From an optimization exercise on the open Yosys and OpenROAD flow, aimed at small area and a short achievable clock period; shortcuts taken in it are not production practice. At most, simulation tests tie the RTL to the original design; equivalence was not proved. No functional check of the RTL was part of run 2. No activity file was given, so power comes from the tool's default toggle rates.

==> flow/design.v <==
package ahb_mem_pkg;
    localparam int AHB_ADDR_W = 32;                     
    localparam int AHB_DATA_W = 32;                     
    typedef struct packed {
        logic                  htrans;                  
        logic                  hwrite;                  
        logic [AHB_ADDR_W-1:0] haddr;                   
    } ahb_req_t;
    typedef struct packed {
        logic                  valid;                   
        logic                  rd0_wr1;                 
        logic [AHB_ADDR_W-1:0] addr;                    
        logic [AHB_DATA_W-1:0] wr_data;                 
    } mem_req_t;
    typedef struct packed {
        logic                  ready;                   
        logic                  rd_valid;                
        logic [AHB_DATA_W-1:0] rd_data;                 
    } mem_rsp_t;
endpackage
`timescale 1ns/1ps
module ahb_decoder #(
    parameter int REGION_BIT = 12                               
) (
    input  logic                               i_clk_ahb,       
    input  logic                               i_rstn_ahb,      
    input  ahb_mem_pkg::ahb_req_t              i_ahb_req,       
    input  logic                               i_hreadyout0,    
    input  logic                               i_hreadyout1,    
    input  logic [ahb_mem_pkg::AHB_DATA_W-1:0] i_hrdata0,       
    input  logic [ahb_mem_pkg::AHB_DATA_W-1:0] i_hrdata1,       
    output logic                               o_hsel0,         
    output logic                               o_hsel1,         
    output logic                               o_hready,        
    output logic [ahb_mem_pkg::AHB_DATA_W-1:0] o_hrdata         
);
    logic dp_valid_q;                                           
    logic dp_sel1_q;                                            
    assign o_hsel0 = !i_ahb_req.haddr[REGION_BIT];
    assign o_hsel1 = i_ahb_req.haddr[REGION_BIT];
    always_ff @(posedge i_clk_ahb or negedge i_rstn_ahb) begin
        if (!i_rstn_ahb) begin
            dp_valid_q <= 1'b0;                                 
            dp_sel1_q  <= 1'b0;
        end else if (o_hready) begin
            dp_valid_q <= i_ahb_req.htrans;                     
            dp_sel1_q  <= o_hsel1;
        end
    end
    always_comb begin
        if (!dp_valid_q) begin
            o_hready = 1'b1;                                    
        end else if (dp_sel1_q) begin
            o_hready = i_hreadyout1;
        end else begin
            o_hready = i_hreadyout0;
        end
        o_hrdata = dp_sel1_q ? i_hrdata1 : i_hrdata0;           
    end
endmodule
`timescale 1ns/1ps
module ahb_slave #(
    parameter int MEM_AW = 6                                    
) (
    input  logic                              i_clk_ahb,        
    input  logic                              i_rstn_ahb,       
    input  logic                              i_hselx,          
    input  logic                              i_hready,         
    input  ahb_mem_pkg::ahb_req_t             i_ahb_req,        
    input  logic [ahb_mem_pkg::AHB_DATA_W-1:0] i_hwdata,        
    input  ahb_mem_pkg::mem_rsp_t             i_mem_rsp,        
    output logic                              o_hreadyout,      
    output logic [ahb_mem_pkg::AHB_DATA_W-1:0] o_hrdata,        
    output ahb_mem_pkg::mem_req_t             o_mem_req         
);
    typedef enum logic {
        ST_IDLE = 1'b0,                                         
        ST_DATA = 1'b1                                          
    } state_t;
    state_t                              state_q;               
    logic                                rd_issued_q;           
    logic                                dp_write_q;            
    logic [ahb_mem_pkg::AHB_ADDR_W-1:0]  dp_addr_q;             
    logic                                addr_phase;            
    logic                                mem_fire;              
    logic                                in_data;               
    assign addr_phase = i_hselx && i_hready && i_ahb_req.htrans;    
    assign in_data    = (state_q == ST_DATA);
    assign mem_fire   = o_mem_req.valid && i_mem_rsp.ready;     
    always_ff @(posedge i_clk_ahb or negedge i_rstn_ahb) begin
        if (!i_rstn_ahb) begin
            state_q     <= ST_IDLE;                             
            rd_issued_q <= 1'b0;
        end else begin
            if (mem_fire && !dp_write_q) begin
                rd_issued_q <= 1'b1;                            
            end
            if (i_hready) begin                                 
                if (addr_phase) begin
                    state_q     <= ST_DATA;                     
                    rd_issued_q <= 1'b0;                        
                end else begin
                    state_q     <= ST_IDLE;                     
                end
            end
        end
    end
    always_ff @(posedge i_clk_ahb) begin
        if (addr_phase) begin
            dp_addr_q  <= i_ahb_req.haddr;
            dp_write_q <= i_ahb_req.hwrite;
        end
    end
    always_comb begin
        o_mem_req.valid   = in_data && (dp_write_q || !rd_issued_q);
        o_mem_req.rd0_wr1 = dp_write_q;                         
        o_mem_req.addr    = dp_addr_q;
        o_mem_req.wr_data = i_hwdata;                           
    end
    always_comb begin
        if (!in_data) begin
            o_hreadyout = 1'b1;                                 
            o_hrdata    = '0;
        end else if (dp_write_q) begin
            o_hreadyout = i_mem_rsp.ready;                      
            o_hrdata    = '0;                                   
        end else begin
            o_hreadyout = i_mem_rsp.rd_valid;                   
            o_hrdata    = i_mem_rsp.rd_data;
        end
    end
endmodule
`timescale 1ns/1ps
module sram_model #(
    parameter int MEM_AW = 6,                                   
    parameter int RD_LAT = 1                                    
) (
    input  logic                  i_clk_ahb,                    
    input  logic                  i_rstn_ahb,                   
    input  ahb_mem_pkg::mem_req_t i_mem_req,                    
    output ahb_mem_pkg::mem_rsp_t o_mem_rsp                     
);
    localparam int CNT_W = $clog2(RD_LAT + 1);                  
    localparam logic [CNT_W-1:0] LAT_CNT = CNT_W'(RD_LAT);      
    logic [ahb_mem_pkg::AHB_DATA_W-1:0] mem_q [2**MEM_AW];      
    logic [ahb_mem_pkg::AHB_DATA_W-1:0] rd_data_q;              
    logic                               busy_q;                 
    logic [CNT_W-1:0]                   cnt_q;                  
    logic [MEM_AW-1:0]                  word_idx;               
    logic                               accept;                 
    logic                               rd_done;                
    assign word_idx = i_mem_req.addr[MEM_AW+1:2];               
    assign rd_done  = busy_q && (cnt_q == LAT_CNT);
    assign accept   = i_mem_req.valid && o_mem_rsp.ready;
    always_ff @(posedge i_clk_ahb or negedge i_rstn_ahb) begin
        if (!i_rstn_ahb) begin
            busy_q <= 1'b0;
            cnt_q  <= '0;
        end else if (accept && !i_mem_req.rd0_wr1) begin
            busy_q <= 1'b1;                                     
            cnt_q  <= CNT_W'(1);
        end else if (rd_done) begin
            busy_q <= 1'b0;                                     
            cnt_q  <= '0;
        end else if (busy_q) begin
            cnt_q  <= cnt_q + CNT_W'(1);
        end
    end
    always_ff @(posedge i_clk_ahb) begin
        if (accept) begin
            if (i_mem_req.rd0_wr1) begin
                mem_q[word_idx] <= i_mem_req.wr_data;           
            end else begin
                rd_data_q <= mem_q[word_idx];                   
            end
        end
    end
    always_comb begin
        o_mem_rsp.ready    = !busy_q || rd_done;
        o_mem_rsp.rd_valid = rd_done;
        o_mem_rsp.rd_data  = rd_data_q;
    end
endmodule
`timescale 1ns/1ps
module ahb_mem_top #(
    parameter int MEM_AW     = 6,                               
    parameter int RD_LAT0    = 1,                               
    parameter int RD_LAT1    = 3,                               
    parameter int REGION_BIT = 12                               
) (
    input  logic                               i_clk_ahb,       
    input  logic                               i_rstn_ahb,      
    input  ahb_mem_pkg::ahb_req_t              i_ahb_req,       
    input  logic [ahb_mem_pkg::AHB_DATA_W-1:0] i_hwdata,        
    output logic                               o_hready,        
    output logic [ahb_mem_pkg::AHB_DATA_W-1:0] o_hrdata         
);
    logic                               hsel0, hsel1;           
    logic                               hreadyout0, hreadyout1;
    logic [ahb_mem_pkg::AHB_DATA_W-1:0] hrdata0, hrdata1;
    ahb_mem_pkg::mem_req_t              mem_req0, mem_req1;     
    ahb_mem_pkg::mem_rsp_t              mem_rsp0, mem_rsp1;     
    ahb_decoder #(.REGION_BIT(REGION_BIT)) decoder_i (
        .i_clk_ahb    (i_clk_ahb),    .i_rstn_ahb   (i_rstn_ahb),
        .i_ahb_req    (i_ahb_req),
        .i_hreadyout0 (hreadyout0),   .i_hreadyout1 (hreadyout1),
        .i_hrdata0    (hrdata0),      .i_hrdata1    (hrdata1),
        .o_hsel0      (hsel0),        .o_hsel1      (hsel1),
        .o_hready     (o_hready),     .o_hrdata     (o_hrdata)
    );
    ahb_slave #(.MEM_AW(MEM_AW)) slave0_i (
        .i_clk_ahb   (i_clk_ahb),  .i_rstn_ahb (i_rstn_ahb),
        .i_hselx     (hsel0),      .i_hready   (o_hready),
        .i_ahb_req   (i_ahb_req),  .i_hwdata   (i_hwdata),
        .i_mem_rsp   (mem_rsp0),   .o_hreadyout(hreadyout0),
        .o_hrdata    (hrdata0),    .o_mem_req  (mem_req0)
    );
    sram_model #(.MEM_AW(MEM_AW), .RD_LAT(RD_LAT0)) mem0_i (
        .i_clk_ahb (i_clk_ahb), .i_rstn_ahb (i_rstn_ahb),
        .i_mem_req (mem_req0),  .o_mem_rsp  (mem_rsp0)
    );
    ahb_slave #(.MEM_AW(MEM_AW)) slave1_i (
        .i_clk_ahb   (i_clk_ahb),  .i_rstn_ahb (i_rstn_ahb),
        .i_hselx     (hsel1),      .i_hready   (o_hready),
        .i_ahb_req   (i_ahb_req),  .i_hwdata   (i_hwdata),
        .i_mem_rsp   (mem_rsp1),   .o_hreadyout(hreadyout1),
        .o_hrdata    (hrdata1),    .o_mem_req  (mem_req1)
    );
    sram_model #(.MEM_AW(MEM_AW), .RD_LAT(RD_LAT1)) mem1_i (
        .i_clk_ahb (i_clk_ahb), .i_rstn_ahb (i_rstn_ahb),
        .i_mem_req (mem_req1),  .o_mem_rsp  (mem_rsp1)
    );
endmodule
`timescale 1ns/1ps
module ahb_mem (
    input  logic        i_clk_ahb,                              
    input  logic        i_rstn_ahb,                             
    input  logic        i_htrans,                               
    input  logic        i_hwrite,                               
    input  logic [31:0] i_haddr,                                
    input  logic [31:0] i_hwdata,                               
    output logic        o_hready,                               
    output logic [31:0] o_hrdata                                
);
    ahb_mem_pkg::ahb_req_t req;                                 
    assign req.htrans = i_htrans;
    assign req.hwrite = i_hwrite;
    assign req.haddr  = i_haddr;
    ahb_mem_top top_i (
        .i_clk_ahb  (i_clk_ahb),
        .i_rstn_ahb (i_rstn_ahb),
        .i_ahb_req  (req),
        .i_hwdata   (i_hwdata),
        .o_hready   (o_hready),
        .o_hrdata   (o_hrdata)
    );
endmodule
==> flow/run.sh <==
#!/bin/bash
# synth_recipe.tcl (not shown) runs the flow's synth.tcl, then flattens the netlist and writes it again
# the make line also repeats each setting of config.mk as NAME=value (left out here)
make -C /OpenROAD-flow-scripts/flow DESIGN_CONFIG=/design/flow/config.mk WORK_HOME=/design/flow/orfs CLKGATE_MAP_FILE= SYNTH_SCRIPT=/design/flow/synth_recipe.tcl finish
==> flow/config.mk <==
export PLATFORM = sky130hd
export DESIGN_NAME = ahb_mem
export DESIGN_NICKNAME = ahb_mem
export VERILOG_FILES = /design/flow/design.v
export SDC_FILE = /design/flow/constraint.sdc
export NUM_CORES = 4
export LEC_CHECK = 0
export CAP_MARGIN = 20
export CORE_MARGIN = 2
export CORE_UTILIZATION = 40
export SLEW_MARGIN = 20
==> flow/constraint.sdc <==
create_clock -name core_clock -period 5.0 [get_ports {i_clk_ahb}]
set_input_delay 1.0000 -clock core_clock [delete_from_list [all_inputs] [get_ports {i_clk_ahb}]]
set_output_delay 1.0000 -clock core_clock [all_outputs]
set_load 0.01 [all_outputs]
==> metrics.log, run 1 <==
INFO  metric outcome = finished clean
INFO  metric final.setup_skew = 83.2 ps
INFO  metric internal_power = 57800 µW
INFO  metric critical_path_class = register to register
INFO  metric total_wire_length_after_detailed_routing = 513000 µm
INFO  metric switchingPower = 17500 µW
INFO  metric netlist_area = 158000 µm²
INFO  metric start_util = 0.402
INFO  metric place.detailed.hpwl = 304000 µm
INFO  metric count_of_input_and_output_buffers = 75
INFO  metric pwr-share-clk = 0.404
INFO  metric clock_pin_slew_on_the_worst_setup_and_hold_paths = 60 ps
INFO  metric areaGrowthSynthToFinish = 14.8%
INFO  metric p_leak = 0.0552 µW
INFO  metric worst_path_largest_cell_delay = 1180 ps
INFO  metric final_min_period_over_clock_period = 0.912
INFO  metric reg2reg_setup_slack = 440 ps
INFO  metric cp.required = 5760 ps
INFO  metric floorplan.rows = 230
INFO  metric ir_worst_vdd = 0.000357 V
INFO  metric final.setup.tns = 0 ps
INFO  metric nFillCells = 32999
INFO  metric crit_chain = nor2b_4 > buf_12 > a22oi_1 > o22a_1 > o221ai_1 > or3_1
INFO  metric track_usage = 0.249
INFO  metric clock_sink_count = 4185
INFO  metric drive_gt1_frac = 0.158
INFO  metric grt_setup_unrepaired = false
INFO  metric async_reset_ff_frac = 0.00263
INFO  metric postSynth.topFlopCell = sky130_fd_sc_hd__edfxtp_1
INFO  metric worst_hold_path_class = primary input to async pin
INFO  metric worstSetupStartpointType = register
INFO  metric cts_root_buffer = sky130_fd_sc_hd__clkbuf_16
INFO  metric post-cts-setup-buffers = 0
INFO  metric critical_path.slowest_cell = sky130_fd_sc_hd__edfxtp_1
INFO  metric fp.dieW = 632 µm
INFO  metric worst-path-buf-inv = 1
INFO  metric crit_arrival = 5320 ps
INFO  metric fin_nets = 9286
INFO  metric finalMaxSlewViolations = 0
INFO  metric grt_antenna_before_repair = 54
INFO  metric num_vias = 95014
INFO  metric tritoncts_clock_tree = built
INFO  metric achievable-frequency = 219 MHz
INFO  metric syn-mean-instance-area = 17.7 µm²
INFO  metric leading_cell_types_in_the_layout_fill_and_taps_excluded = sky130_fd_sc_hd__edfxtp_1, sky130_fd_sc_hd__a22oi_1, sky130_fd_sc_hd__a221oi_1
INFO  metric slew_headroom = 0.144
INFO  metric number_of_nets_still_failing_antenna_checks_after_routing = 0
INFO  metric post-route-drc-count = 0
INFO  metric power.total = 75300 µW
INFO  metric timing.final.setup_violations = 0
INFO  metric crit_family = compound AO/OA/AOI/OAI gates
INFO  metric grt_max_degree = 149
INFO  metric fp.coreArea = 393000 µm²
INFO  metric max_slew.worst_pin.slew = 1280 ps
INFO  metric synthCells = 8908
INFO  metric grt_first_pass_wirelength = 708000 µm
INFO  metric dr.pass1.iters = 6
INFO  metric crit-reg2reg-launch = top_i.slave0_i.dp_addr_q[4]$_DFFE_PP_
INFO  metric layout_commonest_cell = sky130_fd_sc_hd__edfxtp_1
INFO  metric ctsLongestPathBuffers = 4
INFO  metric gp_congestion = 0.922
INFO  metric global_route.overflow_total = 0
INFO  metric ys_seq_area_frac = 0.796
INFO  metric power_density = 416 nW/µm²
INFO  metric worst_setup_path_startpoint = top_i.slave0_i.dp_addr_q[4]$_DFFE_PP_
INFO  metric power.share.combinational = 0.079
INFO  metric post-route-util = 0.461
INFO  metric fin_crit = 4560 ps
INFO  metric first_iter_violations = 15486
INFO  metric power_frac_seq = 0.517
INFO  metric worstPathMaxFanout = 85
INFO  metric power.switching_fraction = 0.233
INFO  metric maxCapViolCount = 0
INFO  metric timing_hold_violations_final = 0
INFO  metric floorplan.die.height = 632 µm
INFO  metric tritoncts.num_buffers = 410
INFO  metric post_cts_resize_count = 0
INFO  metric via_per_inst = 6.43
INFO  metric cts_hold_buf = 0
INFO  metric postSynthRegisterBits = 4185
INFO  metric wl_per_cell = 34.7 µm
INFO  metric maximum_level_of_the_cts_h_tree = 5
INFO  metric clock_latency = 950 ps
INFO  metric via_count_of_the_first_global_routing_pass = 90108
INFO  metric synth_cell_types = 70
INFO  metric ioPinCount = 101
INFO  metric synth_enable_flop_cells = 4174
INFO  metric critPathCaptureType = register
INFO  metric synthesis.yosys.warnings = 4
INFO  metric die_area = 400000 µm²
-- sequential cells by signal, indices dropped and copies added, names as in the netlist, 2 cells and up --
register                  flops
top_i.slave1_i.dp_addr_q      6
top_i.mem1_i.rd_data_q       32
top_i.mem0_i.rd_data_q       32
top_i.mem0_i.mem_q         2048
top_i.mem1_i.mem_q         2048
top_i.slave0_i.dp_addr_q      6
top_i.mem1_i.cnt_q            2
-- final cells by class --
class | count | area [µm²] | area share
tap | 5220 | 6530 | 0.0361
timing repair buffer | 608 | 5740 | 0.0317
multi-input combinational | 4001 | 30100 | 0.166
inverter | 11 | 55.1 | 0.000304
sequential | 4185 | 126000 | 0.694
clock inverter | 237 | 2320 | 0.0128
clock buffer | 497 | 10700 | 0.0592
antenna | 17 | 42.5 | 0.000235
-- Yosys cell counts (105+ instances only) --
library cell,n,share of area
sky130_fd_sc_hd__buf_1,113,0.0027
sky130_fd_sc_hd__a221oi_1,736,0.041
sky130_fd_sc_hd__a21oi_1,174,0.0055
sky130_fd_sc_hd__clkbuf_1,291,0.0069
sky130_fd_sc_hd__mux2i_1,177,0.011
sky130_fd_sc_hd__nor2_1,364,0.0087
sky130_fd_sc_hd__nor3_1,105,0.0033
sky130_fd_sc_hd__buf_2,263,0.0083
sky130_fd_sc_hd__o21ai_0,193,0.0061
sky130_fd_sc_hd__mux2_2,174,0.012
sky130_fd_sc_hd__o22ai_1,396,0.016
sky130_fd_sc_hd__edfxtp_1,4174,0.79
sky130_fd_sc_hd__a22oi_1,971,0.046
sky130_fd_sc_hd__nand2_1,130,0.0031
-- stage by stage --
| stage | hold slack [ps] | instances | cell area (µm²) | setup slack (ps) |
|---|---|---|---|---|
| finish | 430 | 14776 | 181000 | 439 |
| global route | 448 | 14759 | 181000 | 429 |
| CTS | 393 | 14758 | 181000 | 313 |
| detailed placement | 478 | 14024 | 168000 | 419 |
| global placement | 471 | 14023 | 168000 | 440 |
| floorplan | 458 | 8908 | 158000 | 1370 |
-- cell families (layout without fill, tap and decap cells) --
group,after synthesis,in the layout,share of synthesized area
DFF,4185,4185,0.796
AOI/OAI and AO/OA,2781,2781,0.131
and+or+nand+nor,847,847,0.0254
buffers and inverters,722,1353,0.0206
muxes,372,372,0.0266
adders and majority gates,1,1,0.0000793
other,0,17,0
-- power by group through the flow --
stage | registers (µW) | clock network, µW | logic [µW]
5_1_grt | 38900 | 32000 | 6120
4_1_cts | 38900 | 30700 | 5800
3_5_place_dp | 39700 | 0 | 5780
3_3_place_gp | 39700 | 0 | 5710
6_report | 38900 | 30400 | 5930
2_1_floorplan | 39600 | 0 | 2720
-- routing by layer --
layer  share of wire  routed length, µm  global-route usage
met5        0.000084                 43                   0
met4           0.068              34700               0.143
met3            0.11              54900              0.0457
met2            0.46             234000               0.388
met1            0.37             190000               0.330
-- worst paths after layout --
kind,to,cells past startpoint
max in group asynchronous,top_i.slave1_i.state_q$_DFFE_PN0P_,1
min in group core_clock,top_i.mem1_i.mem_q[16][26]$_DFFE_PP_,1
worst min-delay path,top_i.mem1_i.cnt_q[0]$_DFFE_PN0P_,1
worst max register to register,top_i.mem0_i.rd_data_q[19]$_DFFE_PP_,6
worst max-delay path,top_i.mem0_i.rd_data_q[19]$_DFFE_PP_,6
worst min register to register,top_i.slave1_i.rd_issued_q$_DFF_PN0_,1
==> inputs of run 2 (changes only) <==
==> flow/design.v (replaced) <==
package ahb_mem_pkg;
    localparam int AHB_ADDR_W = 32;                     
    localparam int AHB_DATA_W = 32;                     
    typedef struct packed {
        logic                  htrans;                  
        logic                  hwrite;                  
        logic [AHB_ADDR_W-1:0] haddr;                   
    } ahb_req_t;
    typedef struct packed {
        logic                  valid;                   
        logic                  rd0_wr1;                 
        logic [AHB_ADDR_W-1:0] addr;                    
        logic [AHB_DATA_W-1:0] wr_data;                 
    } mem_req_t;
    typedef struct packed {
        logic                  ready;                   
        logic                  rd_valid;                
        logic [AHB_DATA_W-1:0] rd_data;                 
    } mem_rsp_t;
endpackage
`timescale 1ns/1ps
module ahb_mem (
    input  logic        i_clk_ahb,                              
    input  logic        i_rstn_ahb,                             
    input  logic        i_htrans,                               
    input  logic        i_hwrite,                               
    input  logic [31:0] i_haddr,                                
    input  logic [31:0] i_hwdata,                               
    output logic        o_hready,                               
    output logic [31:0] o_hrdata                                
);
    localparam int NW = 128;                                    
    logic        hready_q;                                      
    logic [1:0]  wait_q;                                        
    logic        wr_q;                                          
    logic [31:0] rdata_q;                                       
    logic [31:0] mem_q [NW];                                    
    logic [NW-1:0] dec;                                         
    logic [NW-1:0] sel_q;                                       
    logic [31:0] rd_word;                                       
    always_ff @(posedge i_clk_ahb or negedge i_rstn_ahb) begin
        if (!i_rstn_ahb) begin
            hready_q <= 1'b1;
            wait_q   <= 2'd0;
            wr_q     <= 1'b0;
        end else begin
            wr_q <= hready_q && i_htrans && i_hwrite;
            if (hready_q) begin
                if (i_htrans && !i_hwrite) begin
                    hready_q <= 1'b0;
                    wait_q   <= i_haddr[12] ? 2'd2 : 2'd0;
                end
            end else if (wait_q == 2'd0) begin
                hready_q <= 1'b1;
            end else begin
                wait_q <= wait_q - 2'd1;
            end
        end
    end
    always_comb begin
        for (int w = 0; w < NW; w++) dec[w] = ({i_haddr[12], i_haddr[7:2]} == 7'(w));
    end
    always_ff @(posedge i_clk_ahb) begin
        if (hready_q) sel_q <= dec;
    end
    for (genvar w = 0; w < NW; w++) begin : g_word
        always_ff @(posedge i_clk_ahb) begin
            if (wr_q && sel_q[w]) mem_q[w] <= i_hwdata;
        end
    end
    localparam int NG = (NW + 2) / 3;                           
    logic [31:0] grp_n [NG];                                    
    logic [31:0] or4 [(NG + 3) / 4];                            
    for (genvar g = 0; g < NG; g++) begin : g_grp
        localparam int W0 = 3 * g;
        ahb_mem_aoi3 aoi_i (
            .i_sel ({(W0 + 2 < NW) ? sel_q[W0 + 2] : 1'b0, sel_q[W0 + 1], sel_q[W0]}),
            .i_d0  (mem_q[W0]),
            .i_d1  (mem_q[W0 + 1]),
            .i_d2  ((W0 + 2 < NW) ? mem_q[W0 + 2] : 32'h0),
            .o_n   (grp_n[g])
        );
    end
    always_comb begin
        for (int k = 0; k < (NG + 3) / 4; k++) begin
            or4[k] = '0;
            for (int g = 4 * k; g < 4 * k + 4 && g < NG; g++) or4[k] = or4[k] | ~grp_n[g];
        end
        rd_word = '0;
        for (int k = 0; k < (NG + 3) / 4; k++) rd_word = rd_word | or4[k];
    end
    always_ff @(posedge i_clk_ahb) begin
        rdata_q <= rd_word;
    end
    assign o_hready = hready_q;
    assign o_hrdata = rdata_q;
endmodule
module ahb_mem_aoi3 (
    input  logic [2:0]  i_sel,
    input  logic [31:0] i_d0,
    input  logic [31:0] i_d1,
    input  logic [31:0] i_d2,
    output logic [31:0] o_n
);
    assign o_n = ~(({32{i_sel[0]}} & i_d0) | ({32{i_sel[1]}} & i_d1) | ({32{i_sel[2]}} & i_d2));
endmodule
--- a/flow/config.mk
+++ b/flow/config.mk
@@ -5,7 +5,11 @@
 export SDC_FILE = /design/flow/constraint.sdc
 export NUM_CORES = 4
 export LEC_CHECK = 0
+export ABC_CLOCK_PERIOD_IN_PS = 2500
 export CAP_MARGIN = 20
 export CORE_MARGIN = 2
-export CORE_UTILIZATION = 40
+export CORE_UTILIZATION = 55
+export SETUP_SLACK_MARGIN = 2.3
 export SLEW_MARGIN = 20
+export SYNTH_HIERARCHICAL = 1
+export SYNTH_MINIMUM_KEEP_SIZE = 0
==> metrics.log, run 2 <==
INFO  metric outcome = failed layout checks (was finished clean)
INFO  metric check_failures = antenna rules
INFO  metric grt_first_pass_wirelength = 597000 µm (was 708000 µm)
INFO  metric synth_top_area_share = 0.849 (was 0.794)
INFO  metric grt_setup_unrepaired = true (was false)
INFO  metric synthMuxAreaShare = 0.000142 (was 0.0266)
INFO  metric via_count_of_the_first_global_routing_pass = 76324 (was 90108)
INFO  metric achievable-frequency = 334 MHz (was 219 MHz)
INFO  metric worstSetupStartpointType = register (unchanged)
INFO  metric postSynthRegisterBits = 4260 (was 4185)
INFO  metric clock_sink_count = 4260 (was 4185)
INFO  metric timing_hold_violations_final = 0 (unchanged)
INFO  metric worst-r2r-cell-count = 7 (was 6)
INFO  metric yosys.area_share.simple = 0.0289 (was 0.0254)
INFO  metric fin_crit = 3000 ps (was 4560 ps)
INFO  metric power_density = 542 nW/µm² (was 416 nW/µm²)
INFO  metric ir_worst_vdd = 0.000342 V (was 0.000357 V)
INFO  metric synth_cell_types = 27 (was 70)
INFO  metric floorplan.rows = 191 (was 230)
INFO  metric max_slew.worst_pin.slew = 1210 ps (was 1280 ps)
INFO  metric syn-mean-instance-area = 21.9 µm² (was 17.7 µm²)
INFO  metric postSynth.topFlopCell = sky130_fd_sc_hd__edfxtp_1 (unchanged)
INFO  metric largest_register_ff_count = 4096
INFO  metric synth_enable_flop_cells = 4224 (was 4174)
INFO  metric crit-reg2reg-launch = sel_q[9]$_DFFE_PP_ (was top_i.slave0_i.dp_addr_q[4]$_DFFE_PP_)
INFO  metric critical_path_class = register to register (unchanged)
INFO  metric maximum_level_of_the_cts_h_tree = 5 (unchanged)
INFO  metric place.detailed.hpwl = 246000 µm (was 304000 µm)
INFO  metric top_register_by_number_of_flip_flops = mem_q
INFO  metric wl_per_cell = 38.2 µm (was 34.7 µm)
INFO  metric hold-worst-slack = 238 ps (was 430 ps)
INFO  metric via_per_inst = 7.07 (was 6.43)
INFO  metric async_reset_ff_frac = 0.000939 (was 0.00263)
INFO  metric grt_max_degree = 93 (was 149)
INFO  metric first_iter_violations = 17387 (was 15486)
INFO  metric final.setup_skew = 81.7 ps (was 83.2 ps)
INFO  metric cp.required = 5760 ps (about the same)
INFO  metric worstPathMaxFanout = 5 (was 85)
INFO  metric gp_congestion = 0.828 (was 0.922)
INFO  metric synth-xor-area-share = 0 (unchanged)
INFO  metric worst_hold_path_class = primary input to async pin (unchanged)
INFO  metric tritoncts_clock_tree = built (unchanged)
INFO  metric clock_pin_slew_on_the_worst_setup_and_hold_paths = 60 ps (about the same)
INFO  metric synth_most_common_cell = sky130_fd_sc_hd__edfxtp_1 (unchanged)
INFO  metric start_util = 0.552 (was 0.402)
INFO  metric synth_compound_area_frac = 0.0923 (was 0.131)
INFO  metric reg2reg_setup_slack = 2000 ps (was 440 ps)
INFO  metric final.setup.tns = 0 ps (unchanged)
INFO  metric clock_latency = 990 ps (was 950 ps)
INFO  metric final_min_period_over_clock_period = 0.599 (was 0.912)
INFO  metric maxCapViolCount = 0 (unchanged)
INFO  metric fin_nets = 7508 (was 9286)
INFO  metric ctsLongestPathBuffers = 4 (unchanged)
INFO  metric biggestRegsByFlops = mem_q x4096, sel_q x128, rdata_q x32 (was top_i.mem0_i.mem_q x2048, top_i.mem1_i.mem_q x2048)
INFO  metric layout_commonest_cell = sky130_fd_sc_hd__edfxtp_1 (unchanged)
INFO  metric tritoncts.num_buffers = 414 (was 410)
INFO  metric dr.pass1.iters = 10 (was 6)
INFO  metric critPathCaptureType = register (unchanged)
INFO  metric track_usage = 0.308 (was 0.249)
INFO  metric synthCells = 6827 (was 8908)
INFO  metric power.total = 91900 µW (was 75300 µW)
INFO  metric p_leak = 0.0527 µW (was 0.0552 µW)
INFO  metric synthDominantAreaCellType = sky130_fd_sc_hd__edfxtp_1 (unchanged)
INFO  metric crit_arrival = 3760 ps (was 5320 ps)
INFO  metric global_route.overflow_total = 0 (unchanged)
INFO  metric slew_headroom = 0.193 (was 0.144)
INFO  metric cts_root_buffer = sky130_fd_sc_hd__clkbuf_16 (unchanged)
INFO  metric die_area = 276000 µm² (was 400000 µm²)
INFO  metric leading_cell_types_in_the_layout_fill_and_taps_excluded = sky130_fd_sc_hd__edfxtp_1, sky130_fd_sc_hd__a222oi_1, sky130_fd_sc_hd__buf_4 (was sky130_fd_sc_hd__edfxtp_1, sky130_fd_sc_hd__a22oi_1, sky130_fd_sc_hd__a221oi_1)
INFO  metric netlist_area = 149000 µm² (was 158000 µm²)
INFO  metric count_of_input_and_output_buffers = 75 (unchanged)
INFO  metric adder_and_majority_gate_portion_of_the_synthesized_area = 0.0000837 (was 0.0000793)
INFO  metric drive_gt1_frac = 0.168 (was 0.158)
INFO  metric finalMaxSlewViolations = 0 (unchanged)
INFO  metric fp.coreArea = 271000 µm² (was 393000 µm²)
INFO  metric total_wire_length_after_detailed_routing = 434000 µm (was 513000 µm)
INFO  metric number_of_nets_still_failing_antenna_checks_after_routing = 1 (was 0)
INFO  metric yosys-top-cells-area = sky130_fd_sc_hd__edfxtp_1, sky130_fd_sc_hd__a222oi_1, sky130_fd_sc_hd__buf_6, sky130_fd_sc_hd__nand4_1, sky130_fd_sc_hd__and2_1 (was sky130_fd_sc_hd__edfxtp_1, sky130_fd_sc_hd__a22oi_1, sky130_fd_sc_hd__a221oi_1, sky130_fd_sc_hd__o22ai_1, sky130_fd_sc_hd__mux2_2)
INFO  metric synthTopCellsByCount = sky130_fd_sc_hd__edfxtp_1, sky130_fd_sc_hd__a222oi_1, sky130_fd_sc_hd__nand4_1, sky130_fd_sc_hd__buf_6, sky130_fd_sc_hd__nor2_1 (was sky130_fd_sc_hd__edfxtp_1, sky130_fd_sc_hd__a22oi_1, sky130_fd_sc_hd__a221oi_1, sky130_fd_sc_hd__o22ai_1, sky130_fd_sc_hd__nor2_1)
INFO  metric fp.dieW = 525 µm (was 632 µm)
INFO  metric timing.final.setup_violations = 0 (unchanged)
INFO  metric num_vias = 80349 (was 95014)
INFO  metric floorplan.die.height = 525 µm (was 632 µm)
INFO  metric grt_antenna_before_repair = 37 (was 54)
INFO  metric largest_family_of_logic_cells_by_synthesized_area = compound AO/OA/AOI/OAI gates (unchanged)
INFO  metric post-route-drc-count = 0 (unchanged)
INFO  metric post-route-util = 0.627 (was 0.461)
INFO  metric ys_seq_area_frac = 0.854 (was 0.796)
INFO  metric areaGrowthSynthToFinish = 13.5% (was 14.8%)
INFO  metric ioPinCount = 101 (unchanged)
INFO  metric r2r_end = rdata_q[13]$_DFF_P_ (was top_i.mem0_i.rd_data_q[19]$_DFFE_PP_)
INFO  metric synthesis.yosys.warnings = 12 (was 4)
run 2: worst max-delay path, cell delays in order (launching register included):
cell,delay [ps]
sky130_fd_sc_hd__edfxtp_1,380
sky130_fd_sc_hd__buf_6,150
sky130_fd_sc_hd__buf_4,150
sky130_fd_sc_hd__buf_12,140
sky130_fd_sc_hd__a222oi_1,380
sky130_fd_sc_hd__nand4_1,610
sky130_fd_sc_hd__nor4_4,790
sky130_fd_sc_hd__nand3_1,170
run 2: layout make-up:
cell class / instances / area (µm²)
Antenna cell: 16 / 40.0
Clock buffer: 524 / 11000
Clock inverter: 234 / 2150
Fill cell: 18617 / 101000
Inverter: 4 / 15.0
Multi-Input combinational cell: 2190 / 19300
Sequential cell: 4260 / 128000
Tap cell: 3570 / 4470
Timing Repair Buffer: 569 / 5110
run 2: modules after synthesis, one instance, submodules excluded:
| module | copies in the design | flip-flops and latches | cells inside |
|---|---|---|---|
| ahb_mem | 1 | 4260 | 5064 |
| ahb_mem_aoi3 | 43 | 0 | 41 |
run 2: logic make-up (layout without fill, tap and decap cells):
logic type	Yosys count	in the layout
flip-flops	4260	4260
other	1	53
AND/OR/NAND/NOR	770	772
multiplexers	2	2
AO/OA/AOI/OAI	1378	1378
buffers and inverters	415	1331
adder cells (fa/ha/maj)	1	1
run 2: what timing repair did:
action | 4_1_cts | 5_1_grt
buffers inserted | 184 | 31
resized for setup | 232 | 38
pin swaps | 60 | 58
endpoints found under the setup margin | 2409 | 100
gates cloned | 4 | 2
hold buffers | 0 | 0
run 2: power breakdown:
| part | internal (µW) | switching [µW] |
|---|---|---|
| clock network | 16800 | 13300 |
| logic | 5370 | 12800 |
| registers | 42300 | 1240 |
| total | 64500 | 27300 |
run 2: how the worst max path moves through the flow:
| stage | from | to | cells past startpoint |
|---|---|---|---|
| 6_report | sel_q[9]$_DFFE_PP_ | rdata_q[13]$_DFF_P_ | 7 |
| 5_1_grt | sel_q[9]$_DFFE_PP_ | rdata_q[17]$_DFF_P_ | 7 |
| 4_1_cts | hready_q$_DFF_PN1_ | o_hready | 1 |
| 3_5_place_dp | sel_q[9]$_DFFE_PP_ | rdata_q[13]$_DFF_P_ | 5 |
| 3_3_place_gp | sel_q[9]$_DFFE_PP_ | rdata_q[13]$_DFF_P_ | 5 |
| 2_1_floorplan | hready_q$_DFF_PN1_ | o_hready | 0 |
run 2: per-layer routing:
| metal | GRT usage | vias up | part of all wire |
|---|---|---|---|
| met1 | 0.438 | 41804 | 0.37 |
| met2 | 0.477 | 5409 | 0.46 |
| li1 | - | 32513 | - |
| met4 | 0.115 | 2 | 0.041 |
| met3 | 0.0628 | 621 | 0.12 |
| met5 | 0 | - | 0.000028 |
run 2: through the flow:
step           cells  setup WS [ps]  instance area, µm²
4_1_cts        11314           2060              169000
5_1_grt        11355           2090              170000
3_3_place_gp   10366           1550              153000
3_5_place_dp   10368           1530              154000
6_report       11367           2000              170000
2_1_floorplan   6863           2640              150000
==> inputs of run 3 (changes only) <==
--- a/flow/design.v
+++ b/flow/design.v
@@ -33,18 +33,21 @@
     logic        hready_q;                                      
     logic [1:0]  wait_q;                                        
     logic        wr_q;                                          
+    logic        rd_q;                                          
+    logic [6:0]  addr_q;                                        
     logic [31:0] rdata_q;                                       
     logic [31:0] mem_q [NW];                                    
-    logic [NW-1:0] dec;                                         
-    logic [NW-1:0] sel_q;                                       
+    logic [NW-1:0] sel;                                         
     logic [31:0] rd_word;                                       
     always_ff @(posedge i_clk_ahb or negedge i_rstn_ahb) begin
         if (!i_rstn_ahb) begin
             hready_q <= 1'b1;
             wait_q   <= 2'd0;
             wr_q     <= 1'b0;
+            rd_q     <= 1'b0;
         end else begin
             wr_q <= hready_q && i_htrans && i_hwrite;
+            rd_q <= hready_q && i_htrans && !i_hwrite;
             if (hready_q) begin
                 if (i_htrans && !i_hwrite) begin
                     hready_q <= 1'b0;
@@ -57,15 +60,15 @@
             end
         end
     end
+    always_ff @(posedge i_clk_ahb) begin
+        addr_q <= {i_haddr[12], i_haddr[7:2]};
+    end
     always_comb begin
-        for (int w = 0; w < NW; w++) dec[w] = ({i_haddr[12], i_haddr[7:2]} == 7'(w));
-    end
-    always_ff @(posedge i_clk_ahb) begin
-        if (hready_q) sel_q <= dec;
+        for (int w = 0; w < NW; w++) sel[w] = (addr_q == 7'(w));
     end
     for (genvar w = 0; w < NW; w++) begin : g_word
         always_ff @(posedge i_clk_ahb) begin
-            if (wr_q && sel_q[w]) mem_q[w] <= i_hwdata;
+            if (wr_q && sel[w]) mem_q[w] <= i_hwdata;
         end
     end
     localparam int NG = (NW + 2) / 3;                           
@@ -74,7 +77,7 @@
     for (genvar g = 0; g < NG; g++) begin : g_grp
         localparam int W0 = 3 * g;
         ahb_mem_aoi3 aoi_i (
-            .i_sel ({(W0 + 2 < NW) ? sel_q[W0 + 2] : 1'b0, sel_q[W0 + 1], sel_q[W0]}),
+            .i_sel ({(W0 + 2 < NW) ? sel[W0 + 2] : 1'b0, sel[W0 + 1], sel[W0]}),
             .i_d0  (mem_q[W0]),
             .i_d1  (mem_q[W0 + 1]),
             .i_d2  ((W0 + 2 < NW) ? mem_q[W0 + 2] : 32'h0),
@@ -90,7 +93,7 @@
         for (int k = 0; k < (NG + 3) / 4; k++) rd_word = rd_word | or4[k];
     end
     always_ff @(posedge i_clk_ahb) begin
-        rdata_q <= rd_word;
+        if (rd_q) rdata_q <= rd_word;
     end
     assign o_hready = hready_q;
     assign o_hrdata = rdata_q;
==> flow/config.mk (replaced) <==
export PLATFORM = sky130hd
export DESIGN_NAME = ahb_mem
export DESIGN_NICKNAME = ahb_mem
export VERILOG_FILES = /design/flow/design.v
export SDC_FILE = /design/flow/constraint.sdc
export NUM_CORES = 4
export LEC_CHECK = 0
export CAP_MARGIN = 20
export CORE_MARGIN = 2
export CORE_UTILIZATION = 40
export SLEW_MARGIN = 20
export SYNTH_HIERARCHICAL = 1
export SYNTH_MINIMUM_KEEP_SIZE = 0
==> metrics.log, run 3 <==
INFO  metric biggestRegsByFlops = mem_q x4096, rdata_q x32, addr_q x7 (was mem_q x4096, sel_q x128, rdata_q x32)
INFO  metric critical_path_class = register to register (unchanged)
INFO  metric r2r_end = rdata_q[27]$_DFFE_PP_ (was rdata_q[13]$_DFF_P_)
INFO  metric tritoncts_clock_tree = built (unchanged)
INFO  metric synth_enable_flop_cells = 4128 (was 4224)
INFO  metric synthCells = 6735 (was 6827)
INFO  metric place_inst = 11672 (was 10368)
INFO  metric power_density = 418 nW/µm² (was 542 nW/µm²)
INFO  metric grt_max_degree = 115 (was 93)
INFO  metric place.detailed.hpwl = 259000 µm (was 246000 µm)
INFO  metric critical_path.slowest_cell = sky130_fd_sc_hd__nor4_1 (was sky130_fd_sc_hd__nor4_4)
INFO  metric power_frac_seq = 0.547 (was 0.474)
INFO  metric fin_crit = 4630 ps (was 3000 ps)
INFO  metric floorplan.rows = 221 (was 191)
INFO  metric crit_chain = or3_1 > buf_4 > nor2_4 > a222oi_1 > nand4_1 > buf_4 > nor4_1 > nand3_1 (was buf_6 > buf_4 > buf_12 > a222oi_1 > nand4_1 > nor4_4 > nand3_1)
INFO  metric total_wire_length_after_detailed_routing = 430000 µm (was 434000 µm)
INFO  metric ioPinCount = 101 (unchanged)
INFO  metric dr.pass1.iters = 11 (was 10)
INFO  metric post-route-drc-count = 0 (unchanged)
INFO  metric post_cts_resize_count = 0 (was 232)
INFO  metric fp.coreArea = 363000 µm² (was 271000 µm²)
INFO  metric first_iter_violations = 16893 (was 17387)
INFO  metric worst_path_largest_cell_delay = 900 ps (was 790 ps)
INFO  metric yosys.area_share.simple = 0.0288 (was 0.0289)
INFO  metric finalMaxSlewViolations = 0 (unchanged)
INFO  metric final_min_period_over_clock_period = 0.927 (was 0.599)
INFO  metric post-cts-setup-buffers = 0 (was 184)
INFO  metric worst-path-buf-inv = 2 (was 3)
INFO  metric slew_headroom = 0.196 (was 0.193)
INFO  metric clock_sink_count = 4140 (was 4260)
INFO  metric clock_pin_slew_on_the_worst_setup_and_hold_paths = 60 ps (about the same)
INFO  metric count_of_input_and_output_buffers = 75 (unchanged)
INFO  metric pwr-share-clk = 0.427 (was 0.328)
INFO  metric via_per_inst = 6.36 (was 7.07)
INFO  metric critPathCaptureType = register (unchanged)
INFO  metric worst_hold_path_class = primary input to async pin (unchanged)
INFO  metric check_failures = antenna rules (unchanged)
INFO  metric ir_worst_vdd = 0.000359 V (was 0.000342 V)
INFO  metric synth_cell_types = 31 (was 27)
INFO  metric gp_congestion = 0.842 (was 0.828)
INFO  metric synthTopCellsByCount = sky130_fd_sc_hd__edfxtp_1, sky130_fd_sc_hd__a222oi_1, sky130_fd_sc_hd__nand4_1, sky130_fd_sc_hd__buf_6, sky130_fd_sc_hd__nor2_1 (unchanged)
INFO  metric clock_latency = 1010 ps (was 990 ps)
INFO  metric max_slew.worst_pin.slew = 1200 ps (was 1210 ps)
INFO  metric synth_top_area_share = 0.849 (about the same)
INFO  metric finish.cell_count_without_fillers = 12448 (was 11367)
INFO  metric synthDominantAreaCellType = sky130_fd_sc_hd__edfxtp_1 (unchanged)
INFO  metric cts_hold_buf = 0 (unchanged)
INFO  metric fin_nets = 7366 (was 7508)
INFO  metric ctsLongestPathBuffers = 4 (unchanged)
INFO  metric postSynthRegisterBits = 4140 (was 4260)
INFO  metric power.share.combinational = 0.027 (was 0.197)
INFO  metric maxCapViolCount = 0 (unchanged)
INFO  metric power.total = 70200 µW (was 91900 µW)
INFO  metric ys_seq_area_frac = 0.851 (was 0.854)
INFO  metric crit_arrival = 5240 ps (was 3760 ps)
INFO  metric synth_most_common_cell = sky130_fd_sc_hd__edfxtp_1 (unchanged)
INFO  metric fp.dieW = 608 µm (was 525 µm)
INFO  metric grt_setup_unrepaired = false (was true)
INFO  metric global_route.overflow_total = 0 (unchanged)
INFO  metric p_leak = 0.0512 µW (was 0.0527 µW)
INFO  metric setup_slack_after_layout = 367 ps (was 2000 ps)
INFO  metric track_usage = 0.225 (was 0.308)
INFO  metric yosys-top-cells-area = sky130_fd_sc_hd__edfxtp_1, sky130_fd_sc_hd__a222oi_1, sky130_fd_sc_hd__buf_6, sky130_fd_sc_hd__nand4_1, sky130_fd_sc_hd__nor2_1 (was sky130_fd_sc_hd__edfxtp_1, sky130_fd_sc_hd__a222oi_1, sky130_fd_sc_hd__buf_6, sky130_fd_sc_hd__nand4_1, sky130_fd_sc_hd__and2_1)
INFO  metric via_count_of_the_first_global_routing_pass = 75981 (was 76324)
INFO  metric largest_family_of_logic_cells_by_synthesized_area = compound AO/OA/AOI/OAI gates (unchanged)
INFO  metric start_util = 0.403 (was 0.552)
INFO  metric synthMuxAreaShare = 0.000146 (was 0.000142)
INFO  metric top_register_by_number_of_flip_flops = mem_q (unchanged)
INFO  metric timing.final.setup_violations = 0 (unchanged)
INFO  metric achievable-frequency = 216 MHz (was 334 MHz)
INFO  metric maximum_level_of_the_cts_h_tree = 5 (unchanged)
INFO  metric final.setup_skew = 101 ps (was 81.7 ps)
INFO  metric final.setup.tns = 0 ps (unchanged)
INFO  metric grt_first_pass_wirelength = 592000 µm (was 597000 µm)
INFO  metric timing.critical_path.depth = 8 (was 7)
INFO  metric layout_commonest_cell = sky130_fd_sc_hd__edfxtp_1 (unchanged)
INFO  metric reg2reg_setup_slack = 370 ps (was 2000 ps)
INFO  metric tritoncts.num_buffers = 410 (was 414)
INFO  metric syn-mean-instance-area = 21.7 µm² (was 21.9 µm²)
INFO  metric num_vias = 79216 (was 80349)
INFO  metric die_area = 370000 µm² (was 276000 µm²)
INFO  metric worst-r2r-cell-count = 8 (was 7)
INFO  metric crit-reg2reg-launch = addr_q[5]$_DFF_P_ (was sel_q[9]$_DFFE_PP_)
INFO  metric synth_compound_area_frac = 0.0943 (was 0.0923)
INFO  metric async_reset_ff_frac = 0.00121 (was 0.000939)
INFO  metric worstPathMaxFanout = 25 (was 5)
INFO  metric wl_per_cell = 34.5 µm (was 38.2 µm)
INFO  metric synthesis.yosys.warnings = 12 (unchanged)
INFO  metric outcome = failed layout checks (unchanged)
INFO  metric number_of_nets_still_failing_antenna_checks_after_routing = 1 (unchanged)
INFO  metric post-place-ws = 455 ps (was 1530 ps)
INFO  metric cp.required = 5610 ps (was 5760 ps)
INFO  metric timing_hold_violations_final = 0 (unchanged)
INFO  metric floorplan.die.height = 608 µm (was 525 µm)
INFO  metric worstSetupStartpointType = register (unchanged)
INFO  metric drive_gt1_frac = 0.180 (was 0.168)
INFO  metric largest_register_ff_count = 4096 (unchanged)
INFO  metric leading_cell_types_in_the_layout_fill_and_taps_excluded = sky130_fd_sc_hd__edfxtp_1, sky130_fd_sc_hd__a222oi_1, sky130_fd_sc_hd__buf_4 (unchanged)
INFO  metric grt_antenna_before_repair = 32 (was 37)
INFO  metric switchingPower = 14400 µW (was 27300 µW)
INFO  metric cts_root_buffer = sky130_fd_sc_hd__clkbuf_16 (unchanged)
INFO  metric netlist_area = 146000 µm² (was 149000 µm²)
INFO  metric synth-xor-area-share = 0 (unchanged)
INFO  metric internal_power = 55700 µW (was 64500 µW)
INFO  metric critPathMostFrequentCell = sky130_fd_sc_hd__buf_4
INFO  metric adder_and_majority_gate_portion_of_the_synthesized_area = 0.0000857 (was 0.0000837)
INFO  metric areaGrowthSynthToFinish = 15.0% (was 13.5%)
INFO  metric power.switching_fraction = 0.206 (was 0.298)
INFO  metric crit_family = simple AND/OR/NAND/NOR gates (unchanged)
INFO  metric postSynth.topFlopCell = sky130_fd_sc_hd__edfxtp_1 (unchanged)
run 3: power groups by stage:
stage,sequential (µW),combinational (µW),clock [µW]
after floorplan,39100,375,0
after global placement,39100,1770,0
after detailed placement,39100,1820,0
after CTS,38400,1830,30300
after global routing,38300,1910,31600
final,38400,1860,29900
run 3: cells by family (layout without fill, tap and decap cells):
logic type                 Yosys count  in the layout
buffers and inverters              434           1291
other                                1             63
AOI/OAI and AO/OA                 1377           1377
DFF                               4140           4140
and+or+nand+nor                    780            780
adders and majority gates            1              1
muxes                                2              2
run 3: how the worst max path moves through the flow:
stage / startpoint / end
floorplan: addr_q[6]$_DFF_P_ / mem_q[51][0]$_DFFE_PP_
global placement: addr_q[6]$_DFF_P_ / rdata_q[27]$_DFFE_PP_
detailed placement: addr_q[6]$_DFF_P_ / rdata_q[27]$_DFFE_PP_
CTS: addr_q[4]$_DFF_P_ / rdata_q[27]$_DFFE_PP_
global route: addr_q[4]$_DFF_P_ / rdata_q[27]$_DFFE_PP_
finish: addr_q[5]$_DFF_P_ / rdata_q[27]$_DFFE_PP_
run 3: modules after synthesis (local to each module, per instance):
module / flops+latches / cells
ahb_mem_aoi3: 0 / 41
ahb_mem: 4140 / 4972
run 3: cell type report:
type                            instances  area (µm²)
Tap cell                             4794        6000
Timing Repair Buffer                  545        4690
Sequential cell                      4140      124000
Clock buffer                          497       10700
Multi-Input combinational cell       2197       19800
Fill cell                           29901      195000
Inverter                                3        11.3
Clock inverter                        246        2410
Antenna cell                           26        65.1
run 3: stage by stage:
step | util | hold WS, ps | instance area, µm²
final | 0.463 | 230 | 168000
after global routing | 0.463 | 224 | 168000
after CTS | 0.462 | 202 | 168000
after detailed placement | 0.426 | 524 | 155000
after global placement | 0.425 | 515 | 154000
after floorplan | - | 496 | 146000
run 3: per-layer routing:
layer	vias to the layer above	track usage	part of all wire
li1	32036	-	-
met1	41061	0.304	0.37
met2	5387	0.354	0.47
met3	722	0.0453	0.12
met4	10	0.0974	0.046
met5	-	0	0.00016

[what the ideal ports hide]
In the flow no input, the clock included, has a driving cell. The finished layouts below were timed again as built, in two steps.
Step 1 sets driving cells, clkbuf_16 on the clock port and buf_2 on the other inputs (assumed; they add their load-dependent delay and slew).
Step 2 moves the port delays by t, midway between the first and last clock arrival at a register: inputs arrive t later, outputs are due t later. That takes back most of the time a late clock gives input paths.
a / b / c = ideal / step 1 / step 2; a / b = the first two.
run | t, ns | setup slack, ns | hold slack, ns
run 1 | 1.023 | 0.439 / 0.439 / 0.439 | 0.430 / 0.366 / 0.487
run 2 | 1.052 | 2.003 / 2.003 / 1.371 | 0.238 / 0.165 / 0.519
run 3 | 1.058 | 0.367 / 0.367 / 0.367 | 0.230 / 0.161 / 0.536
For run 2, which loses most, drivers alone change the setup slack by 0.000 ns; drivers and shift together by -0.632 ns.
